Context: an optimization exercise on an open-source flow, tuned for small area, a short achievable clock period and few clock cycles per item. The choices shown serve that exercise and are no tape-out recipe. No functional check of the RTL was part of any run shown here.

==> flow/design.v <==
`default_nettype none
package mhu_pkg;
    localparam bit PREFIX_ADD = 1'b1;
endpackage
`default_nettype wire
`default_nettype none
module mhu_add
#(
    parameter int W = 8
)
(
    input  wire logic [W-1:0] a,
    input  wire logic [W-1:0] b,
    input  wire logic         cin,
    output logic [W-1:0]      s
);
    localparam int LV = (W > 1) ? $clog2(W) : 1;
    logic [W-1:0] p0;
    logic [LV:0][W-1:0] g;
    logic [LV:0][W-1:0] p;
    always_comb
    begin
        p0 = a ^ b;
        g = '0;
        p = '0;
        s = a + b + W'(cin);
        if (mhu_pkg::PREFIX_ADD)
        begin
        g[0] = a & b;
        g[0][0] = (a[0] & b[0]) | (p0[0] & cin);
        p[0] = p0;
        for (int l = 0; l < LV; l++)
        begin
            for (int i = 0; i < W; i++)
            begin
                if (((i >> l) & 1) != 0)
                begin
                    g[l+1][i] = g[l][i] | (p[l][i] & g[l][((i >> l) << l) - 1]);
                    p[l+1][i] = p[l][i] & p[l][((i >> l) << l) - 1];
                end
                else
                begin
                    g[l+1][i] = g[l][i];
                    p[l+1][i] = p[l][i];
                end
            end
        end
        s[0] = p0[0] ^ cin;
        for (int i = 1; i < W; i++)
            s[i] = p0[i] ^ g[LV][i-1];
        end
    end
endmodule
module mhu_cordic_stage
#(
    parameter int STEP = 0,
    parameter int WXI  = 25,
    parameter int WYI  = 25,
    parameter int WYO  = 25,
    parameter int KE   = 25,
    parameter int SELY = 0
)
(
    input  wire logic [WXI-1:0]        x_in,
    input  wire logic signed [WYI-1:0] y_in,
    output logic                       d,
    output logic [WXI-1:0]             x_out,
    output logic signed [WYO-1:0]      y_out
);
    localparam int W = ((WXI + 1 > WYI) ? WXI + 1 : WYI) + 1;
    logic signed [W-1:0] xs, ys, dx, dy;
    logic neg;
    logic [WYO-1:0] yp, ym;
    always_comb
    begin
        xs  = $signed({{(W-WXI){1'b0}}, x_in});
        ys  = W'(y_in);
        dx  = ys >>> STEP;
        dy  = xs >>> STEP;
        neg = y_in[WYI-1];
        d   = !neg && (y_in != '0);
    end
    mhu_add #(.W(WXI)) u_x (
        .a   (x_in),
        .b   (WXI'(dx[KE-1:0] ^ {KE{neg}})),
        .cin (neg),
        .s   (x_out)
    );
    generate
        if (SELY != 0)
        begin : g_sel
            mhu_add #(.W(WYO)) u_yp (.a(ys[WYO-1:0]), .b(dy[WYO-1:0]), .cin(1'b0), .s(yp));
            mhu_add #(.W(WYO)) u_ym (.a(ys[WYO-1:0]), .b(~dy[WYO-1:0]), .cin(1'b1), .s(ym));
            assign y_out = d ? ym : yp;
        end
        else
        begin : g_xor
            mhu_add #(.W(WYO)) u_y (.a(ys[WYO-1:0]), .b(dy[WYO-1:0] ^ {WYO{d}}), .cin(d), .s(yp));
            assign y_out = yp;
        end
    endgenerate
endmodule
`default_nettype wire
`default_nettype none
module magnetometer_heading_unpack
(
    input  wire logic              clk,
    input  wire logic              rst_n,
    input  wire logic              in_valid,
    output logic                   in_ready,
    input  wire logic [7:0]        x_high_byte,
    input  wire logic [7:0]        x_low_byte,
    input  wire logic [7:0]        y_high_byte,
    input  wire logic [7:0]        y_low_byte,
    input  wire logic [7:0]        z_high_byte,
    input  wire logic [7:0]        z_low_byte,
    output logic                   out_valid,
    input  wire logic              out_ready,
    output logic signed [15:0]     mag_x,
    output logic signed [15:0]     mag_y,
    output logic signed [15:0]     mag_z,
    output logic [16:0]            heading
);
    logic go;             
    logic ov;             
    logic [15:1] v;       
    assign go = !ov || out_ready;
    logic [15:0] in_x, in_y, in_z;
    logic signed [16:0] xe, ye, xa, ya;
    logic [24:0] x_0;
    logic signed [24:0] y_0;
    always_comb begin
        in_x = {x_high_byte, x_low_byte};
        in_y = {y_high_byte, y_low_byte};
        in_z = {z_high_byte, z_low_byte};
        xe = {in_x[15], in_x};
        ye = {in_y[15], in_y};
        xa = in_x[15] ? -xe : xe;
        ya = in_x[15] ? -ye : ye;
        x_0 = 25'({xa, 8'd0});
        y_0 = 25'({ya, 8'd0});
    end
    wire [24:0] c1x_0 = x_0;
    wire signed [24:0] c1y_0 = y_0;
    logic d_0;
    logic [24:0] c1x_1;
    logic signed [24:0] c1y_1;
    mhu_cordic_stage #(.STEP(0), .WXI(25), .WYI(25), .WYO(25), .KE(24), .SELY(1)) u_rot0 (
        .x_in(c1x_0), .y_in(c1y_0), .d(d_0), .x_out(c1x_1), .y_out(c1y_1));
    logic [16:0] r1_x;
    logic signed [16:0] r1_y;
    logic [15:0] r1_mx, r1_my, r1_mz;
    logic [0:0] r1_d;
    always_ff @(posedge clk)
        if (go) begin
            r1_x <= c1x_1[24:8];
            r1_y <= c1y_1[24:8];
            r1_mx <= in_x; r1_my <= in_y; r1_mz <= in_z;
            r1_d <= {d_0};
        end
    wire [24:0] c2x_1 = {r1_x, 8'd0};
    wire signed [24:0] c2y_1 = {r1_y, 8'd0};
    logic d_1;
    logic [24:0] c2x_2;
    logic signed [24:0] c2y_2;
    mhu_cordic_stage #(.STEP(1), .WXI(25), .WYI(25), .WYO(25), .KE(23), .SELY(1)) u_rot1 (
        .x_in(c2x_1), .y_in(c2y_1), .d(d_1), .x_out(c2x_2), .y_out(c2y_2));
    logic [17:0] r2_x;
    logic signed [17:0] r2_y;
    logic [15:0] r2_mx, r2_my, r2_mz;
    logic [1:0] r2_d;
    always_ff @(posedge clk)
        if (go) begin
            r2_x <= c2x_2[24:7];
            r2_y <= c2y_2[24:7];
            r2_mx <= r1_mx; r2_my <= r1_my; r2_mz <= r1_mz;
            r2_d <= {d_1, r1_d};
        end
    wire [24:0] c3x_2 = {r2_x, 7'd0};
    wire signed [24:0] c3y_2 = {r2_y, 7'd0};
    logic d_2;
    logic [24:0] c3x_3;
    logic signed [23:0] c3y_3;
    mhu_cordic_stage #(.STEP(2), .WXI(25), .WYI(25), .WYO(24), .KE(22), .SELY(1)) u_rot2 (
        .x_in(c3x_2), .y_in(c3y_2), .d(d_2), .x_out(c3x_3), .y_out(c3y_3));
    logic [19:0] r3_x;
    logic signed [18:0] r3_y;
    logic [15:0] r3_mx, r3_my, r3_mz;
    logic [2:0] r3_d;
    always_ff @(posedge clk)
        if (go) begin
            r3_x <= c3x_3[24:5];
            r3_y <= c3y_3[23:5];
            r3_mx <= r2_mx; r3_my <= r2_my; r3_mz <= r2_mz;
            r3_d <= {d_2, r2_d};
        end
    wire [24:0] c4x_3 = {r3_x, 5'd0};
    wire signed [23:0] c4y_3 = {r3_y, 5'd0};
    logic d_3;
    logic [24:0] c4x_4;
    logic signed [21:0] c4y_4;
    mhu_cordic_stage #(.STEP(3), .WXI(25), .WYI(24), .WYO(22), .KE(20), .SELY(1)) u_rot3 (
        .x_in(c4x_3), .y_in(c4y_3), .d(d_3), .x_out(c4x_4), .y_out(c4y_4));
    logic [22:0] r4_x;
    logic signed [19:0] r4_y;
    logic [15:0] r4_mx, r4_my, r4_mz;
    logic [3:0] r4_d;
    always_ff @(posedge clk)
        if (go) begin
            r4_x <= c4x_4[24:2];
            r4_y <= c4y_4[21:2];
            r4_mx <= r3_mx; r4_my <= r3_my; r4_mz <= r3_mz;
            r4_d <= {d_3, r3_d};
        end
    wire [24:0] c5x_4 = {r4_x, 2'd0};
    wire signed [21:0] c5y_4 = {r4_y, 2'd0};
    logic d_4;
    logic [24:0] c5x_5;
    logic signed [21:0] c5y_5;
    mhu_cordic_stage #(.STEP(4), .WXI(25), .WYI(22), .WYO(22), .KE(17), .SELY(1)) u_rot4 (
        .x_in(c5x_4), .y_in(c5y_4), .d(d_4), .x_out(c5x_5), .y_out(c5y_5));
    logic [24:0] r5_x;
    logic signed [21:0] r5_y;
    logic [15:0] r5_mx, r5_my, r5_mz;
    logic [4:0] r5_d;
    always_ff @(posedge clk)
        if (go) begin
            r5_x <= c5x_5[24:0];
            r5_y <= c5y_5[21:0];
            r5_mx <= r4_mx; r5_my <= r4_my; r5_mz <= r4_mz;
            r5_d <= {d_4, r4_d};
        end
    wire [24:0] c6x_5 = r5_x;
    wire signed [21:0] c6y_5 = r5_y;
    logic d_5;
    logic [24:0] c6x_6;
    logic signed [20:0] c6y_6;
    mhu_cordic_stage #(.STEP(5), .WXI(25), .WYI(22), .WYO(21), .KE(16), .SELY(1)) u_rot5 (
        .x_in(c6x_5), .y_in(c6y_5), .d(d_5), .x_out(c6x_6), .y_out(c6y_6));
    logic [24:0] r6_x;
    logic signed [20:0] r6_y;
    logic [15:0] r6_mx, r6_my, r6_mz;
    logic [5:0] r6_d;
    always_ff @(posedge clk)
        if (go) begin
            r6_x <= c6x_6[24:0];
            r6_y <= c6y_6[20:0];
            r6_mx <= r5_mx; r6_my <= r5_my; r6_mz <= r5_mz;
            r6_d <= {d_5, r5_d};
        end
    wire [24:0] c7x_6 = r6_x;
    wire signed [20:0] c7y_6 = r6_y;
    logic d_6;
    logic [24:0] c7x_7;
    logic signed [19:0] c7y_7;
    mhu_cordic_stage #(.STEP(6), .WXI(25), .WYI(21), .WYO(20), .KE(14), .SELY(1)) u_rot6 (
        .x_in(c7x_6), .y_in(c7y_6), .d(d_6), .x_out(c7x_7), .y_out(c7y_7));
    logic [24:0] r7_x;
    logic signed [19:0] r7_y;
    logic [15:0] r7_mx, r7_my, r7_mz;
    logic [6:0] r7_d;
    always_ff @(posedge clk)
        if (go) begin
            r7_x <= c7x_7[24:0];
            r7_y <= c7y_7[19:0];
            r7_mx <= r6_mx; r7_my <= r6_my; r7_mz <= r6_mz;
            r7_d <= {d_6, r6_d};
        end
    wire [24:0] c8x_7 = r7_x;
    wire signed [19:0] c8y_7 = r7_y;
    logic d_7;
    logic [24:0] c8x_8;
    logic signed [18:0] c8y_8;
    mhu_cordic_stage #(.STEP(7), .WXI(25), .WYI(20), .WYO(19), .KE(12), .SELY(1)) u_rot7 (
        .x_in(c8x_7), .y_in(c8y_7), .d(d_7), .x_out(c8x_8), .y_out(c8y_8));
    logic [24:0] r8_x;
    logic signed [18:0] r8_y;
    logic [15:0] r8_mx, r8_my, r8_mz;
    logic [7:0] r8_d;
    always_ff @(posedge clk)
        if (go) begin
            r8_x <= c8x_8[24:0];
            r8_y <= c8y_8[18:0];
            r8_mx <= r7_mx; r8_my <= r7_my; r8_mz <= r7_mz;
            r8_d <= {d_7, r7_d};
        end
    wire [24:0] c9x_8 = r8_x;
    wire signed [18:0] c9y_8 = r8_y;
    logic d_8;
    logic [24:0] c9x_9;
    logic signed [17:0] c9y_9;
    mhu_cordic_stage #(.STEP(8), .WXI(25), .WYI(19), .WYO(18), .KE(10), .SELY(1)) u_rot8 (
        .x_in(c9x_8), .y_in(c9y_8), .d(d_8), .x_out(c9x_9), .y_out(c9y_9));
    logic [24:0] r9_x;
    logic signed [17:0] r9_y;
    logic [15:0] r9_mx, r9_my, r9_mz;
    logic [8:0] r9_d;
    always_ff @(posedge clk)
        if (go) begin
            r9_x <= c9x_9[24:0];
            r9_y <= c9y_9[17:0];
            r9_mx <= r8_mx; r9_my <= r8_my; r9_mz <= r8_mz;
            r9_d <= {d_8, r8_d};
        end
    wire [24:0] c10x_9 = r9_x;
    wire signed [17:0] c10y_9 = r9_y;
    logic d_9;
    logic [24:0] c10x_10;
    logic signed [16:0] c10y_10;
    mhu_cordic_stage #(.STEP(9), .WXI(25), .WYI(18), .WYO(17), .KE(8), .SELY(1)) u_rot9 (
        .x_in(c10x_9), .y_in(c10y_9), .d(d_9), .x_out(c10x_10), .y_out(c10y_10));
    logic [24:0] r10_x;
    logic signed [16:0] r10_y;
    logic [15:0] r10_mx, r10_my, r10_mz;
    logic [9:0] r10_d;
    always_ff @(posedge clk)
        if (go) begin
            r10_x <= c10x_10[24:0];
            r10_y <= c10y_10[16:0];
            r10_mx <= r9_mx; r10_my <= r9_my; r10_mz <= r9_mz;
            r10_d <= {d_9, r9_d};
        end
    wire [24:0] c11x_10 = r10_x;
    wire signed [16:0] c11y_10 = r10_y;
    logic d_10;
    logic [24:0] c11x_11;
    logic signed [15:0] c11y_11;
    mhu_cordic_stage #(.STEP(10), .WXI(25), .WYI(17), .WYO(16), .KE(6), .SELY(1)) u_rot10 (
        .x_in(c11x_10), .y_in(c11y_10), .d(d_10), .x_out(c11x_11), .y_out(c11y_11));
    logic [24:0] r11_x;
    logic signed [15:0] r11_y;
    logic [15:0] r11_mx, r11_my, r11_mz;
    logic [10:0] r11_d;
    always_ff @(posedge clk)
        if (go) begin
            r11_x <= c11x_11[24:0];
            r11_y <= c11y_11[15:0];
            r11_mx <= r10_mx; r11_my <= r10_my; r11_mz <= r10_mz;
            r11_d <= {d_10, r10_d};
        end
    wire [24:0] c12x_11 = r11_x;
    wire signed [15:0] c12y_11 = r11_y;
    logic d_11;
    logic [24:0] c12x_12;
    logic signed [14:0] c12y_12;
    mhu_cordic_stage #(.STEP(11), .WXI(25), .WYI(16), .WYO(15), .KE(4), .SELY(1)) u_rot11 (
        .x_in(c12x_11), .y_in(c12y_11), .d(d_11), .x_out(c12x_12), .y_out(c12y_12));
    logic [24:0] r12_x;
    logic signed [14:0] r12_y;
    logic [15:0] r12_mx, r12_my, r12_mz;
    logic [11:0] r12_d;
    always_ff @(posedge clk)
        if (go) begin
            r12_x <= c12x_12[24:0];
            r12_y <= c12y_12[14:0];
            r12_mx <= r11_mx; r12_my <= r11_my; r12_mz <= r11_mz;
            r12_d <= {d_11, r11_d};
        end
    wire [24:0] c13x_12 = r12_x;
    wire signed [14:0] c13y_12 = r12_y;
    logic d_12;
    logic [24:0] c13x_13;
    logic signed [13:0] c13y_13;
    mhu_cordic_stage #(.STEP(12), .WXI(25), .WYI(15), .WYO(14), .KE(2), .SELY(1)) u_rot12 (
        .x_in(c13x_12), .y_in(c13y_12), .d(d_12), .x_out(c13x_13), .y_out(c13y_13));
    logic [24:0] r13_x;
    logic signed [13:0] r13_y;
    logic [15:0] r13_mx, r13_my, r13_mz;
    logic [12:0] r13_d;
    always_ff @(posedge clk)
        if (go) begin
            r13_x <= c13x_13[24:0];
            r13_y <= c13y_13[13:0];
            r13_mx <= r12_mx; r13_my <= r12_my; r13_mz <= r12_mz;
            r13_d <= {d_12, r12_d};
        end
    wire [24:0] c14x_13 = r13_x;
    wire signed [13:0] c14y_13 = r13_y;
    logic d_13;
    logic [24:0] c14x_14;
    logic signed [12:0] c14y_14;
    mhu_cordic_stage #(.STEP(13), .WXI(25), .WYI(14), .WYO(13), .KE(1), .SELY(1)) u_rot13 (
        .x_in(c14x_13), .y_in(c14y_13), .d(d_13), .x_out(c14x_14), .y_out(c14y_14));
    logic [24:0] r14_x;
    logic signed [12:0] r14_y;
    logic [15:0] r14_mx, r14_my, r14_mz;
    logic d13_r14;
    logic signed [25:0] r14_tp;    
    logic signed [25:0] tp;
    logic signed [25:0] tpg0;
    always_comb
        case ({r13_d[2], r13_d[1], r13_d[0], r13_mx[15]})
            4'd0: tpg0 = -26'sd6545688;
            4'd1: tpg0 = 26'sd5250792;
            4'd2: tpg0 = -26'sd647448;
            4'd3: tpg0 = 26'sd11149032;
            4'd4: tpg0 = -26'sd3063754;
            4'd5: tpg0 = 26'sd8732726;
            4'd6: tpg0 = 26'sd2834486;
            4'd7: tpg0 = 26'sd14630966;
            4'd8: tpg0 = -26'sd4705930;
            4'd9: tpg0 = 26'sd7090550;
            4'd10: tpg0 = 26'sd1192310;
            4'd11: tpg0 = 26'sd12988790;
            4'd12: tpg0 = -26'sd1223996;
            4'd13: tpg0 = 26'sd10572484;
            4'd14: tpg0 = 26'sd4674244;
            default: tpg0 = 26'sd16470724;
        endcase
    logic signed [25:0] tpg1;
    always_comb
        case ({r13_d[6], r13_d[5], r13_d[4], r13_d[3]})
            4'd0: tpg1 = 26'sd0;
            4'd1: tpg1 = 26'sd933890;
            4'd2: tpg1 = 26'sd468758;
            4'd3: tpg1 = 26'sd1402648;
            4'd4: tpg1 = 26'sd234608;
            4'd5: tpg1 = 26'sd1168498;
            4'd6: tpg1 = 26'sd703366;
            4'd7: tpg1 = 26'sd1637256;
            4'd8: tpg1 = 26'sd117332;
            4'd9: tpg1 = 26'sd1051222;
            4'd10: tpg1 = 26'sd586090;
            4'd11: tpg1 = 26'sd1519980;
            4'd12: tpg1 = 26'sd351940;
            4'd13: tpg1 = 26'sd1285830;
            4'd14: tpg1 = 26'sd820698;
            default: tpg1 = 26'sd1754588;
        endcase
    logic signed [25:0] tpg2;
    always_comb
        case ({r13_d[10], r13_d[9], r13_d[8], r13_d[7]})
            4'd0: tpg2 = 26'sd0;
            4'd1: tpg2 = 26'sd58670;
            4'd2: tpg2 = 26'sd29336;
            4'd3: tpg2 = 26'sd88006;
            4'd4: tpg2 = 26'sd14668;
            4'd5: tpg2 = 26'sd73338;
            4'd6: tpg2 = 26'sd44004;
            4'd7: tpg2 = 26'sd102674;
            4'd8: tpg2 = 26'sd7334;
            4'd9: tpg2 = 26'sd66004;
            4'd10: tpg2 = 26'sd36670;
            4'd11: tpg2 = 26'sd95340;
            4'd12: tpg2 = 26'sd22002;
            4'd13: tpg2 = 26'sd80672;
            4'd14: tpg2 = 26'sd51338;
            default: tpg2 = 26'sd110008;
        endcase
    logic signed [25:0] tpg3;
    always_comb
        case ({r13_d[12], r13_d[11]})
            2'd0: tpg3 = 26'sd0;
            2'd1: tpg3 = 26'sd3666;
            2'd2: tpg3 = 26'sd1834;
            default: tpg3 = 26'sd5500;
        endcase
    assign tp = tpg0 + tpg1 + tpg2 + tpg3;
    always_ff @(posedge clk)
        if (go) begin
            r14_x <= c14x_14[24:0];
            r14_y <= c14y_14[12:0];
            r14_mx <= r13_mx; r14_my <= r13_my; r14_mz <= r13_mz;
            d13_r14 <= d_13;
            r14_tp <= tp;
        end
    wire [24:0] c15x_14 = r14_x;
    wire signed [12:0] c15y_14 = r14_y;
    logic d_14;
    logic [24:0] c15x_15;
    logic signed [11:0] c15y_15;
    mhu_cordic_stage #(.STEP(14), .WXI(25), .WYI(13), .WYO(12), .KE(1), .SELY(1)) u_rot14 (
        .x_in(c15x_14), .y_in(c15y_14), .d(d_14), .x_out(c15x_15), .y_out(c15y_15));
    logic signed [11:0] r15_y;
    logic [15:0] r15_mx, r15_my, r15_mz;
    logic signed [25:0] r15_tb;    
    logic signed [25:0] tb;
    logic [10:0] tc;
    always_comb begin
        case ({d_14, d13_r14})
            2'd0: tc = 11'd0;
            2'd1: tc = 11'd916;
            2'd2: tc = 11'd458;
            default: tc = 11'd1374;
        endcase
        tb = r14_tp + 26'(tc);
    end
    always_ff @(posedge clk)
        if (go) begin
            r15_y <= c15y_15[11:0];
            r15_mx <= r14_mx; r15_my <= r14_my; r15_mz <= r14_mz;
            r15_tb <= tb;
        end
    logic d_15, zero, up;
    logic signed [17:0] t0, t1;
    logic [17:0] f0, f1;
    logic [16:0] h_next;
    always_comb begin
        d_15 = !r15_y[11] && (r15_y != '0);
        zero = (r15_mx == '0) && (r15_my == '0);
        up   = d_15 && (r15_tb[7:0] >= 8'd26);
        t0   = r15_tb[25:8];
        t1   = t0 + 18'sd1;
        f0   = t0[17] ? 18'(t0 + 18'sd92160) : 18'(t0);
        f1   = t1[17] ? 18'(t1 + 18'sd92160) : 18'(t1);
        if (zero) h_next = '0;
        else if (up) h_next = f1[16:0];
        else h_next = f0[16:0];
    end
    logic [15:0] o_x, o_y, o_z;
    logic [16:0] o_h;
    always_ff @(posedge clk or negedge rst_n)
        if (!rst_n) begin
            v  <= '0;
            ov <= 1'b0;
        end else if (go) begin
            v  <= {v[14:1], in_valid};
            ov <= v[15];
        end
    always_ff @(posedge clk)
        if (go) begin
            o_x <= r15_mx; o_y <= r15_my; o_z <= r15_mz; o_h <= h_next;
        end
    assign in_ready  = go;
    assign out_valid = ov;
    assign mag_x     = $signed(o_x);
    assign mag_y     = $signed(o_y);
    assign mag_z     = $signed(o_z);
    assign heading   = o_h;
endmodule
`default_nettype wire
==> flow/run.sh <==
#!/bin/bash
# synth_recipe.tcl (not shown) runs the flow's synth.tcl, then flattens the netlist and writes it again
# the make line also repeats each setting of config.mk as NAME=value (left out here)
make -C /OpenROAD-flow-scripts/flow DESIGN_CONFIG=/design/flow/config.mk WORK_HOME=/design/flow/orfs CLKGATE_MAP_FILE= SYNTH_SCRIPT=/design/flow/synth_recipe.tcl finish
==> flow/config.mk <==
export PLATFORM = sky130hd
export DESIGN_NAME = magnetometer_heading_unpack
export DESIGN_NICKNAME = magnetometer_heading_unpack
export VERILOG_FILES = /design/flow/design.v
export SDC_FILE = /design/flow/constraint.sdc
export NUM_CORES = 4
export LEC_CHECK = 0
export CAP_MARGIN = 20
export CORE_MARGIN = 2
export CORE_UTILIZATION = 40
export SETUP_SLACK_MARGIN = 3.0
export SLEW_MARGIN = 20
==> flow/constraint.sdc <==
create_clock -name core_clock -period 6.0 [get_ports {clk}]
set_input_delay 1.2000 -clock core_clock [delete_from_list [all_inputs] [get_ports {clk}]]
set_output_delay 1.2000 -clock core_clock [all_outputs]
set_load 0.01 [all_outputs]
==> results of run 1 <==
-- per-stage QoR --
stage	instance area [µm²]	hold slack, ps	cells	setup slack (ps)	util (%)
6_report	100500	398.2	9795	1980	49.81
5_1_grt	100500	405.1	9794	1809	49.81
4_1_cts	96950	399.8	9603	2007	48.07
3_5_place_dp	85730	404.5	8945	272.6	42.51
3_3_place_gp	85730	400.2	8945	236.5	42.51
2_1_floorplan	81070	400.3	6188	-19040	-
-- metal layers --
layer,part of all wire [%],wire (µm),up-vias
li1,-,-,23824
met1,40,67810,23725
met2,51,87120,850
met3,3.5,5933,439
met4,5.8,9923,0
met5,0,0,-
-- synthesized netlist by cell type, types with 48 or more instances --
library cell	count
a21o_1	70
a21oi_1	280
clkbuf_1	64
dfxtp_1	52
edfxtp_1	1501
fa_1	178
ha_1	699
inv_1	658
mux2i_1	100
nand2_1	280
nand2b_1	72
nand3_1	83
nand4_1	48
nor2_1	354
nor2b_1	55
nor3_1	95
nor4_1	70
o21ai_0	213
o21bai_1	64
xnor2_1	396
xor2_1	254
-- kinds of logic (layout without fill, tap and decap cells) --
kind of cell / after synthesis / in the layout / synth area share, %
XOR/XNOR: 650 / 650 / 7.026
AND/OR/NAND/NOR: 1222 / 1222 / 7.348
adder cells (fa/ha/maj): 877 / 877 / 15.19
other: 0 / 2 / 0
flip-flops: 1569 / 1569 / 57.41
AO/OA/AOI/OAI: 999 / 1002 / 7.989
buffers and inverters: 748 / 1678 / 3.479
multiplexers: 123 / 123 / 1.555
-- worst reg2reg max path: stages (launching register included) --
cell and delay (ps):
dfxtp_2 320, inv_2 40, fa_1 480, fa_1 490, inv_1 40, ha_2 170, fa_2 370, a21oi_4 180
o21ai_2 90, nand4_1 150, a31oi_2 110, or3_4 420, a221o_1 340, a41o_1 290, nand4b_1 120, o311ai_2 110
-- final timing paths --
path | cells after the start | end | slack [ps]
min in group asynchronous | 1 | v[2] | 770
worst min-delay path | 0 | r11_mx[13] | 400
max in group asynchronous | 1 | v[8] | 4790
worst max-delay path | 17 | r1_x[8] | 1980
worst min register to register | 0 | r11_mx[13] | 400
worst max register to register | 15 | r14_tp[24] | 1980
-- state kept, by name (all words and copies together), names as in the netlist, 25 cells and up --
register / cells
r10_x: 25
r11_x: 25
r12_x: 25
r13_x: 25
r14_tp: 25
r15_tb: 25
r5_x: 25
r6_x: 25
r7_x: 25
r8_x: 25
r9_x: 25
-- what timing repair did --
item | CTS | global route
buffers inserted | 333 | 186
pin swaps | 311 | 356
resized for setup | 723 | 418
cloned | 7 | 4
endpoints found under the setup margin | 1136 | 607
-- final cells by class --
cell class | instances | area [µm²] | area share (%)
antenna | 2 | 5.005 | 0.004982
clock buffer | 213 | 4543 | 4.522
clock inverter | 105 | 1206 | 1.201
inverter | 663 | 2532 | 2.521
multi-input combinational | 3874 | 36190 | 36.02
sequential | 1569 | 46520 | 46.31
tap | 2672 | 3343 | 3.328
timing repair buffer | 696 | 6117 | 6.089
timing repair inverter | 1 | 7.507 | 0.007473
==> notes.md, run 1 <==
max_cap viols=0; Setup TNS Final=0 ps; YS warnings=29; Fin. Hold Viols=0; Port Buffers=118; Synth Flop Type=edfxtp_1; CP Buf/Inv Count=5; total global routing overflow=0; Fillers=~17000; Crit Path Class=input pin to register; period utilisation layout=between 60% and 70%; unrepaired setup endpoints after global routing=true; worst r2r src=tpg2[2]; hold crit path type=register to register; Post-synth EDFFs=~1500; Final Slew Violations=0; CTS clk-pin slew, worst paths=roughly 60 ps; delay-heaviest family, CP=simple AND/OR/NAND/NOR gates; I/O pin total=around 120; Rel. slew slack=32.25%; largest net degree at the start of global routing=~190; share of the synthesized area in the top cell type=~56%; initial DRC count=2793; Most Crowded Layer GR=met2; WP data arrival=4610 ps; Rows=~170; Worst Tran Pin Value=about 1000 ps; Root Buffer=clkbuf_16; post-synthesis sequential area ratio=a little under three fifths; core area=between 200000 and 250000 µm²; status=no timing/DRC/antenna violations; vias in the first global route=49596; CTS tree=built; first-pass GRT wire length=around 260000 µm; drt via density=roughly 5.0; Yosys reg bits=~1600; clock sinks=around 1600; Post-Route WL=170800 µm; Cell Area, Synth=between 80000 and 90000 µm²; FMAX=~0.25 GHz; dominant cells by area after synthesis=edfxtp_1, ha_1, fa_1; Mean Syn Cell Area=about 13 µm²; layout cell share with drive strength beyond 1=roughly 22%; met3 Resource Use GR=2.878%; Async SR Flop Fraction=1.020%; Tmin final=about 4000 ps; CP Launch Type=input pin; Post-DP HPWL=roughly 110000 µm; crit path from=y_low_byte[6]; initial antenna violation count=3; Detail Route Antenna Nets=0; H-tree levels=4; Vias=48838; met2 Use GR=28.63%; syn_nets=approximately 7100; Worst Skew=roughly 90 ps; Die Area=~210000 µm²; most frequent cells in the layout=edfxtp_1, ha_1, inv_1; total track usage=16.11%; GP Congestion=just under 0.9; Data required, critical path=between 6000 and 7000 ps; CTS Buffer Depth=3; cells along the critical path=buf_6 > or4_4 > buf_6 > nor4_4 > a211oi_2 > a21oi_2 > xnor2_1 > ha_1 > buf_6 > nand3_4 > a211oi_4 > o31ai_4 > a21oi_4 > or2_4 > inv_2 > fa_2 > inv_2; critical path's most frequent cell=buf_6; synth unique cells=86; slowest stage delay, CP=between 500 and 600 ps; area delta synth->final=24.00%; Critical Path End Type=register; Die Y=between 400 and 500 µm; DRC=0; starting density of the core=around two fifths; post-DR wirelength/cell=around 17 µm; First-pass DRT Iterations=5; Setup-failing EPs final=0; Final #Nets=roughly 7900; Clock Latency Late Sink=~840 ps; critical path's slowest cell=or4_4; Hold Buf Count CTS=0; Synth Instances=6188; die width=454.1 µm; Inserted Clock Buffers=between 150 and 200; met1 Use GR=between 10% and 20%; hold path start=r10_mx[13]; most common cell after layout, fill and taps aside=edfxtp_1; leading area contributor after synthesis=edfxtp_1; Critical Path Fanout Max=4
==> run 2, diff against run 1 <==
--- a/flow/config.mk
+++ b/flow/config.mk
@@ -8,5 +8,5 @@
 export CAP_MARGIN = 20
 export CORE_MARGIN = 2
 export CORE_UTILIZATION = 40
-export SETUP_SLACK_MARGIN = 3.0
+export SETUP_SLACK_MARGIN = 2.5
 export SLEW_MARGIN = 20
==> run 2 against run 1 <==
Net effect: still clean; flip-flop and latch count unchanged; hold slack better by 0.66 ps; die area unchanged; via count down 3.8%; clock skew down 5.9 ps; final cell count down 3.5%; cell area down 5.6%; critical path type unchanged; critical endpoint unchanged; highest routed layer is now met5.
==> notes.md, run 2 <==
most frequent cells in the layout=edfxtp_1, ha_1, inv_1; Die Area=206200 µm² (unchanged); initial antenna violation count=4 (+1); Post-DP HPWL=114800 µm (unchanged); WP data arrival=4650 ps (+40 ps); Yosys reg bits=1569 (unchanged); GP Congestion=0.8693 (unchanged); Worst Skew=84.10 ps (-5.868 ps); most common cell after layout, fill and taps aside=edfxtp_1; Root Buffer=clkbuf_16; Synth Flop Type=edfxtp_1; H-tree levels=4 (unchanged); CP Launch Type=input pin; DRC=0 (unchanged); first-pass GRT wire length=253300 µm (-4.1%); Data required, critical path=6580 ps (about the same); unrepaired setup endpoints after global routing=true; Crit Path Class=input pin to register; Critical Path End Type=register; clock sinks=1569 (unchanged); CTS clk-pin slew, worst paths=60 ps (about the same); Post-synth EDFFs=1501 (unchanged); Port Buffers=118 (unchanged); drt via density=4.968 (-0.36%); core area=201700 µm² (unchanged); FMAX=0.2457 GHz (-1.3%); CTS Buffer Depth=3 (unchanged); Async SR Flop Fraction=1.020% (unchanged); First-pass DRT Iterations=7 (+2); YS warnings=29 (unchanged); synth unique cells=86 (unchanged); max_cap viols=0 (unchanged); count leader, synth=edfxtp_1; Rows=165 (unchanged); post-DR wirelength/cell=16.93 µm (-2.9%); die width=454.1 µm (unchanged); fin area=94810 µm² (-5.6%); Final #Nets=7565 (-4.3%); Critical Path Fanout Max=4 (unchanged); Setup TNS Final=0 ps (unchanged); layout cell share with drive strength beyond 1=12.30% (-9.7 points); Inserted Clock Buffers=174 (unchanged); placed cell areas=85730 µm² (unchanged); dominant cells by area after synthesis=edfxtp_1, ha_1, fa_1; Rel. slew slack=28.69% (-3.6 points); vias in the first global route=47435 (-4.4%); Vias=46959 (-3.8%); initial DRC count=2754 (-1.4%); Min-Delay Path Depth=0 (unchanged); share of the synthesized area in the top cell type=55.63% (unchanged); status=no timing/DRC/antenna violations; Clock Latency Late Sink=830 ps (about the same); leading area contributor after synthesis=edfxtp_1; Synth Instances=6188 (unchanged); I/O pin total=119 (unchanged); Final Slew Violations=0 (unchanged); Post-Route WL=160000 µm (-6.3%); Register-to-Register Path Depth=13 (-2); syn_nets=7117 (unchanged); period utilisation layout=67.84% (+0.85 points); Post-synth top cells=edfxtp_1, ha_1, inv_1; Cell Area, Synth=81020 µm² (unchanged); Setup-failing EPs final=0 (unchanged); Fillers=17715 (+3.1%); Fin. Hold Viols=0 (unchanged); Detail Route Antenna Nets=0 (unchanged); CTS tree=built; Tmin final=4071 ps (+51.00 ps); Die Y=454.1 µm (unchanged); Mean Syn Cell Area=13.09 µm² (unchanged); largest net degree at the start of global routing=191 (unchanged); total global routing overflow=0 (unchanged); hold crit path type=register to register; Worst Tran Pin Value=1070 ps (+53.44 ps); Hold Buf Count CTS=0 (unchanged); post-synthesis sequential area ratio=57.41% (unchanged); total track usage=15.43% (-0.68 points); area delta synth->final=17.02%; starting density of the core=40.17% (unchanged)
[run 2: worst paths after layout]
path                                     from         end  slack [ps]
worst max-delay path            y_low_byte[4]     r1_x[8]        1930
worst min-delay path               r12_mz[13]  r13_mz[13]         400
worst max register to register       tpg0[11]  r14_tp[24]        1970
worst min register to register     r12_mz[13]  r13_mz[13]         400
max in group asynchronous               rst_n        v[8]        4780
min in group asynchronous               rst_n          ov         780
[run 2: worst max-delay path: stages]
cell and delay (ps):
buf_6 90, or4_4 540, buf_6 140, nor4_4 320, a211oi_2 130, a21o_1 230, buf_6 130, xnor2_1 120
ha_1 340, nand2_2 90, a211oi_4 240, o31ai_4 130, a21oi_4 200, or2_4 150, inv_2 30, fa_2 530
inv_2 30
[run 2: cells by family (layout without fill, tap and decap cells)]
logic type	after synthesis	in the layout	synth area share, %
buffers and inverters	748	1337	3.479
XOR/XNOR	650	650	7.026
AO/OA/AOI/OAI	999	1000	7.989
adder cells (fa/ha/maj)	877	877	15.19
AND/OR/NAND/NOR	1222	1222	7.348
multiplexers	123	123	1.555
other	0	2	0
flip-flops	1569	1569	57.41
[run 2: timing repair]
item / in CTS / in global routing
buffers inserted: 97 / 89
pin swaps: 93 / 153
endpoints found under the setup margin: 141 / 144
gates resized for setup: 258 / 191
cloned: 1 / 0
[run 2: final cells by class]
type / instances / area, µm² / area share, %
Sequential cell: 1569 / 46520 / 49.06
Multi-Input combinational cell: 3872 / 33530 / 35.36
Clock buffer: 213 / 4543 / 4.792
Tap cell: 2672 / 3343 / 3.526
Timing Repair Buffer: 356 / 3163 / 3.336
Inverter: 663 / 2509 / 2.646
Clock inverter: 105 / 1206 / 1.272
Antenna cell: 2 / 5.005 / 0.005279
[run 2: through the flow]
step | std cells | setup WS [ps] | util [%] | hold WS [ps]
6_report | 9452 | 1929 | 47.01 | 398.9
5_1_grt | 9451 | 1826 | 47.01 | 405.1
3_5_place_dp | 8945 | 272.6 | 42.51 | 404.5
3_3_place_gp | 8945 | 236.5 | 42.51 | 400.2
2_1_floorplan | 6188 | -19040 | - | 400.3
4_1_cts | 9361 | 2005 | 46.23 | 399.8
[run 2: routing by layer]
layer | global-route usage [%] | up-vias | routed length [µm]
met3 | 2.784 | 345 | 5328
met4 | 7.387 | 2 | 7985
met2 | 27.39 | 738 | 81090
met5 | 0 | - | 11
met1 | 17.94 | 22719 | 65610
li1 | - | 23155 | -
==> run 3, diff against run 2 <==
--- a/flow/design.v
+++ b/flow/design.v
@@ -384,12 +384,30 @@
     logic [24:0] r14_x;
     logic signed [12:0] r14_y;
     logic [15:0] r14_mx, r14_my, r14_mz;
-    logic d13_r14;
-    logic signed [25:0] r14_tp;    
+    logic [13:0] r14_d;
+    always_ff @(posedge clk)
+        if (go) begin
+            r14_x <= c14x_14[24:0];
+            r14_y <= c14y_14[12:0];
+            r14_mx <= r13_mx; r14_my <= r13_my; r14_mz <= r13_mz;
+            r14_d <= {d_13, r13_d};
+        end
+    wire [24:0] c15x_14 = r14_x;
+    wire signed [12:0] c15y_14 = r14_y;
+    logic d_14;
+    logic [24:0] c15x_15;
+    logic signed [11:0] c15y_15;
+    mhu_cordic_stage #(.STEP(14), .WXI(25), .WYI(13), .WYO(12), .KE(1), .SELY(1)) u_rot14 (
+        .x_in(c15x_14), .y_in(c15y_14), .d(d_14), .x_out(c15x_15), .y_out(c15y_15));
+    logic signed [11:0] r15_y;
+    logic [15:0] r15_mx, r15_my, r15_mz;
+    logic [14:14] r15_d;
+    logic signed [25:0] r15_tp;    
+    logic [25:8] r15_tq;           
     logic signed [25:0] tp;
     logic signed [25:0] tpg0;
     always_comb
-        case ({r13_d[2], r13_d[1], r13_d[0], r13_mx[15]})
+        case ({r14_d[2], r14_d[1], r14_d[0], r14_mx[15]})
             4'd0: tpg0 = -26'sd6545688;
             4'd1: tpg0 = 26'sd5250792;
             4'd2: tpg0 = -26'sd647448;
@@ -409,7 +427,7 @@
         endcase
     logic signed [25:0] tpg1;
     always_comb
-        case ({r13_d[6], r13_d[5], r13_d[4], r13_d[3]})
+        case ({r14_d[6], r14_d[5], r14_d[4], r14_d[3]})
             4'd0: tpg1 = 26'sd0;
             4'd1: tpg1 = 26'sd933890;
             4'd2: tpg1 = 26'sd468758;
@@ -429,7 +447,7 @@
         endcase
     logic signed [25:0] tpg2;
     always_comb
-        case ({r13_d[10], r13_d[9], r13_d[8], r13_d[7]})
+        case ({r14_d[10], r14_d[9], r14_d[8], r14_d[7]})
             4'd0: tpg2 = 26'sd0;
             4'd1: tpg2 = 26'sd58670;
             4'd2: tpg2 = 26'sd29336;
@@ -449,63 +467,46 @@
         endcase
     logic signed [25:0] tpg3;
     always_comb
-        case ({r13_d[12], r13_d[11]})
-            2'd0: tpg3 = 26'sd0;
-            2'd1: tpg3 = 26'sd3666;
-            2'd2: tpg3 = 26'sd1834;
-            default: tpg3 = 26'sd5500;
+        case ({r14_d[13], r14_d[12], r14_d[11]})
+            3'd0: tpg3 = 26'sd0;
+            3'd1: tpg3 = 26'sd3666;
+            3'd2: tpg3 = 26'sd1834;
+            3'd3: tpg3 = 26'sd5500;
+            3'd4: tpg3 = 26'sd916;
+            3'd5: tpg3 = 26'sd4582;
+            3'd6: tpg3 = 26'sd2750;
+            default: tpg3 = 26'sd6416;
         endcase
     assign tp = tpg0 + tpg1 + tpg2 + tpg3;
     always_ff @(posedge clk)
         if (go) begin
-            r14_x <= c14x_14[24:0];
-            r14_y <= c14y_14[12:0];
-            r14_mx <= r13_mx; r14_my <= r13_my; r14_mz <= r13_mz;
-            d13_r14 <= d_13;
-            r14_tp <= tp;
-        end
-    wire [24:0] c15x_14 = r14_x;
-    wire signed [12:0] c15y_14 = r14_y;
-    logic d_14;
-    logic [24:0] c15x_15;
-    logic signed [11:0] c15y_15;
-    mhu_cordic_stage #(.STEP(14), .WXI(25), .WYI(13), .WYO(12), .KE(1), .SELY(1)) u_rot14 (
-        .x_in(c15x_14), .y_in(c15y_14), .d(d_14), .x_out(c15x_15), .y_out(c15y_15));
-    logic signed [11:0] r15_y;
-    logic [15:0] r15_mx, r15_my, r15_mz;
-    logic signed [25:0] r15_tb;    
-    logic signed [25:0] tb;
-    logic [10:0] tc;
-    always_comb begin
-        case ({d_14, d13_r14})
-            2'd0: tc = 11'd0;
-            2'd1: tc = 11'd916;
-            2'd2: tc = 11'd458;
-            default: tc = 11'd1374;
-        endcase
-        tb = r14_tp + 26'(tc);
-    end
-    always_ff @(posedge clk)
-        if (go) begin
             r15_y <= c15y_15[11:0];
             r15_mx <= r14_mx; r15_my <= r14_my; r15_mz <= r14_mz;
-            r15_tb <= tb;
+            r15_d <= {d_14};
+            r15_tp <= tp;
+            r15_tq <= tp[25:8] + 18'd92160;
         end
-    logic d_15, zero, up;
-    logic signed [17:0] t0, t1;
-    logic [17:0] f0, f1;
+    logic d_15, zero;
+    assign d_15 = !r15_y[11] && (r15_y != '0);
+    assign zero = (r15_mx == '0) && (r15_my == '0);
+    logic signed [25:0] t_lo, rest;
+    logic [25:8] t_hi;
     logic [16:0] h_next;
+    logic signed [25:0] rg0;
+    always_comb
+        case ({d_15, r15_d[14]})
+            2'd0: rg0 = 26'sd0;
+            2'd1: rg0 = 26'sd458;
+            2'd2: rg0 = 26'sd230;
+            default: rg0 = 26'sd688;
+        endcase
+    assign rest = rg0;
     always_comb begin
-        d_15 = !r15_y[11] && (r15_y != '0);
-        zero = (r15_mx == '0) && (r15_my == '0);
-        up   = d_15 && (r15_tb[7:0] >= 8'd26);
-        t0   = r15_tb[25:8];
-        t1   = t0 + 18'sd1;
-        f0   = t0[17] ? 18'(t0 + 18'sd92160) : 18'(t0);
-        f1   = t1[17] ? 18'(t1 + 18'sd92160) : 18'(t1);
+        t_lo = r15_tp + rest;
+        t_hi = r15_tq + rest[25:8] + 18'(({1'b0, r15_tp[7:0]} + {1'b0, rest[7:0]}) >> 8);
         if (zero) h_next = '0;
-        else if (up) h_next = f1[16:0];
-        else h_next = f0[16:0];
+        else if (t_lo[25]) h_next = t_hi[24:8];
+        else h_next = t_lo[24:8];
     end
     logic [15:0] o_x, o_y, o_z;
     logic [16:0] o_h;
==> run 3 against run 2 <==
Net effect: worst setup slack better by 33 ps; critical path depth grew 2; die area decreased by 0.38%; largest cell class unchanged; highest routed layer is now met4.
==> notes.md, run 3 <==
Post-Synth Simple-Gate Area=7.627% (+0.28 points); I/O pin total=119 (unchanged); core area=200100 µm² (-0.81%); largest net degree at the start of global routing=173 (-9.4%); layout cell share with drive strength beyond 1=13.69% (+1.4 points); Data required, critical path=6560 ps (-20 ps); crit path from=tpg0[2]; CTS Buffer Depth=3 (unchanged); mux cell area share after synthesis=1.460% (-0.095 points); reg2reg end=r15_tq[15]; Register-to-Register Path Depth=19 (+6); synth unique cells=90 (+4.7%); most frequent cells in the layout=edfxtp_1, ha_1, inv_1; initial antenna violation count=1 (-3); post-DR wirelength/cell=17.15 µm (+1.3%); delay-heaviest family, CP=adder cells; leading area contributor after synthesis=edfxtp_1; area delta synth->final=17.52%; DRC=0 (unchanged); die width=453.2 µm (-0.19%); FMAX=0.2477 GHz (+0.81%); Tmin final=4038 ps (-32.73 ps); Async SR Flop Fraction=1.023% (+0.0033 points); CP Buf/Inv Count=2 (-3); Setup TNS Final=0 ps (unchanged); Worst R2R Setup Slack=1960 ps (about the same); cells along the critical path=inv_2 > fa_1 > inv_1 > fa_1 > ha_4 > fa_2 > a21oi_4 > o2bb2ai_4 > o22ai_2 > o21a_1 > a211oi_2 > or2_4 > o21a_1 > nor2_2 > xnor2_2 > ha_4 > nor2_2 > nand2_1 > xnor2_1; Rel. slew slack=32.47% (+3.8 points); clock sinks=1564 (-0.32%); count leader, synth=edfxtp_1; YS warnings=29 (unchanged); Synth Flop Type=edfxtp_1; Synth Area in Compound Gates=7.917% (-0.072 points); Setup-failing EPs final=0 (unchanged); CP Launch Type=register; worst r2r src=tpg0[2]; GP Congestion=0.8921 (+2.6%); CTS clk-pin slew, worst paths=60 ps (about the same); Critical Path Fanout Max=2 (-2); total track usage=15.44% (about the same); Post-Route WL=161300 µm (+0.80%); Mean Syn Cell Area=13.11 µm² (+0.12%); max_cap viols=0 (unchanged); dominant cells by area after synthesis=edfxtp_1, ha_1, fa_1; Clock Latency Late Sink=830 ps (about the same); CTS tree=built; Crit Path Class=register to register; Worst Tran Pin Value=1013 ps (-56.71 ps); vias in the first global route=46942 (-1.0%); H-tree levels=4 (unchanged); Inserted Clock Buffers=172 (-1.1%); most common cell after layout, fill and taps aside=edfxtp_1; Post-synth top cells=edfxtp_1, ha_1, inv_1; Post-synth EDFFs=1496 (-0.33%); Fillers=17499 (-1.2%); initial DRC count=2791 (+1.3%); hold crit path type=register to register; largest family of logic cells by synthesized area=adder cells; Die Area=205400 µm² (-0.38%); slowest stage delay, CP=520 ps (-20 ps); First-pass DRT Iterations=6 (-1); Critical Path End Type=register; WP depth=19 (+2); syn_nets=7081 (-0.51%); total global routing overflow=0 (unchanged); Worst Skew=49.85 ps (-34.25 ps); xor/xnor share of the synthesized area=6.934% (-0.092 points); Detail Route Antenna Nets=0 (unchanged); share of the synthesized area in the top cell type=55.66% (about the same); Final Slew Violations=0 (unchanged); hold_ws=389.9 ps (-9.009 ps); Fin. Hold Viols=0 (unchanged); status=no timing/DRC/antenna violations; drt via density=4.970 (about the same); Port Buffers=118 (unchanged); critical path's slowest cell=fa_1; period utilisation layout=67.30% (-0.55 points); Yosys reg bits=1564 (-0.32%); Synth Instances=6157 (-0.50%); starting density of the core=40.34% (+0.17 points); Rows=164 (-0.61%); Cell Area, Synth=80710 µm² (-0.38%); Vias=46761 (-0.42%); Post-DP HPWL=115200 µm (+0.34%); Root Buffer=clkbuf_16; Hold Buf Count CTS=0 (unchanged); Die Y=453.2 µm (-0.19%); post-synthesis sequential area ratio=57.44% (about the same); WP data arrival=4600 ps (-50 ps); unrepaired setup endpoints after global routing=true; worst setup path end=r15_tq[15]; Final #Nets=7533 (-0.42%); first-pass GRT wire length=253300 µm (about the same); Synth Area in Adders=15.20% (about the same)
-- run 3: worst register-to-register path, cell delays in order (launching register included) --
cell       delay (ps)
dfxtp_2           310
inv_2              30
fa_1              520
inv_1              60
fa_1              500
ha_4              190
fa_2              360
a21oi_4           190
o2bb2ai_4          80
o22ai_2           130
o21a_1            200
a211oi_2           90
or2_4             260
o21a_1            180
nor2_2            120
xnor2_2           100
ha_4              180
nor2_2             70
nand2_1            70
xnor2_1           140
-- run 3: logic make-up after synthesis --
family | Yosys count
xor+xnor | 639
buf+inv | 731
compound gates | 983
simple gates | 1252
mux | 115
flops | 1564
fa+ha+maj | 873
-- run 3: how the worst min path moves through the flow --
stage / end / slack (ps) / startpoint / cells after the start
after floorplan: o_z[0] / 400 / r15_mz[0] / 0
after global routing: r8_mz[8] / 400 / r7_mz[8] / 0
after global placement: r10_mz[2] / 400 / r9_mz[2] / 0
final: r8_mz[8] / 390 / r7_mz[8] / 0
after detailed placement: o_z[11] / 400 / r15_mz[11] / 0
after CTS: r10_mx[6] / 390 / r9_mx[6] / 0
-- run 3: layout make-up --
cell class                      instances  area [µm²]  share of cell area [%]
Antenna cell                            1       2.502                0.002638
Clock buffer                          214        4566                   4.813
Multi-Input combinational cell       3863       33690                   35.52
Sequential cell                      1564       46370                   48.88
Timing Repair Buffer                  365        3308                   3.488
Inverter                              643        2435                   2.567
Tap cell                             2656        3323                   3.503
Clock inverter                        102        1156                   1.219
-- run 3: routing by layer --
layer	routed length (µm)	track usage (%)
met1	69350	19.19
met2	81330	27.15
met3	5458	2.364
met5	0	0
met4	5172	5.516
-- run 3: per-stage QoR --
step                      std cells  area, µm²  util (%)  setup WS, ps
after floorplan                6157      80760         -        -18970
after global placement         8901      85470     42.72         289.9
after detailed placement       8901      85470     42.72         224.4
after CTS                      9318      93190     46.58          1933
after global routing           9408      94850     47.41          1767
final                          9408      94850     47.41          1962
-- run 3: what timing repair did --
item	in CTS	in global routing
gates resized for setup	331	234
setup endpoints to repair	188	132
cloned	0	2
pin swaps	136	143
buffers inserted	101	87

[re-timing with driven ports]
The results above use ideal ports. As a check the final layouts listed here were re-extracted and re-timed, cells and wires unchanged. Step 1 assumes that a clkbuf_16 drives the clock port and a buf_2 every other input. Step 2 times the ports against the registers' clock, not the clock port: input delays grow and output delays shrink by t, the midpoint of the rising clock arrivals with the driver on. a / b / c = ideal / step 1 / step 2; a / b = the first two.
| run | shift t [ns] | slack for setup (ns) | hold slack, ns | slew at the worst register clock pin (ns) | cell pins on the clock port's net |
|---|---|---|---|---|---|
| run 1 | 0.881 | 1.980 / 1.981 / 1.145 | 0.398 / 0.398 / 0.398 | 0.07 / 0.07 | 1 |
| run 2 | 0.881 | 1.929 / 1.973 / 1.095 | 0.399 / 0.399 / 0.399 | 0.07 / 0.07 | 1 |
| run 3 | 0.889 | 1.962 / 1.962 / 1.178 | 0.390 / 0.390 / 0.390 | 0.07 / 0.07 | 1 |
After both steps setup and hold are still met in every run listed. For run 1, which loses most, drivers alone change the setup slack by +0.001 ns; drivers and shift together by -0.835 ns.
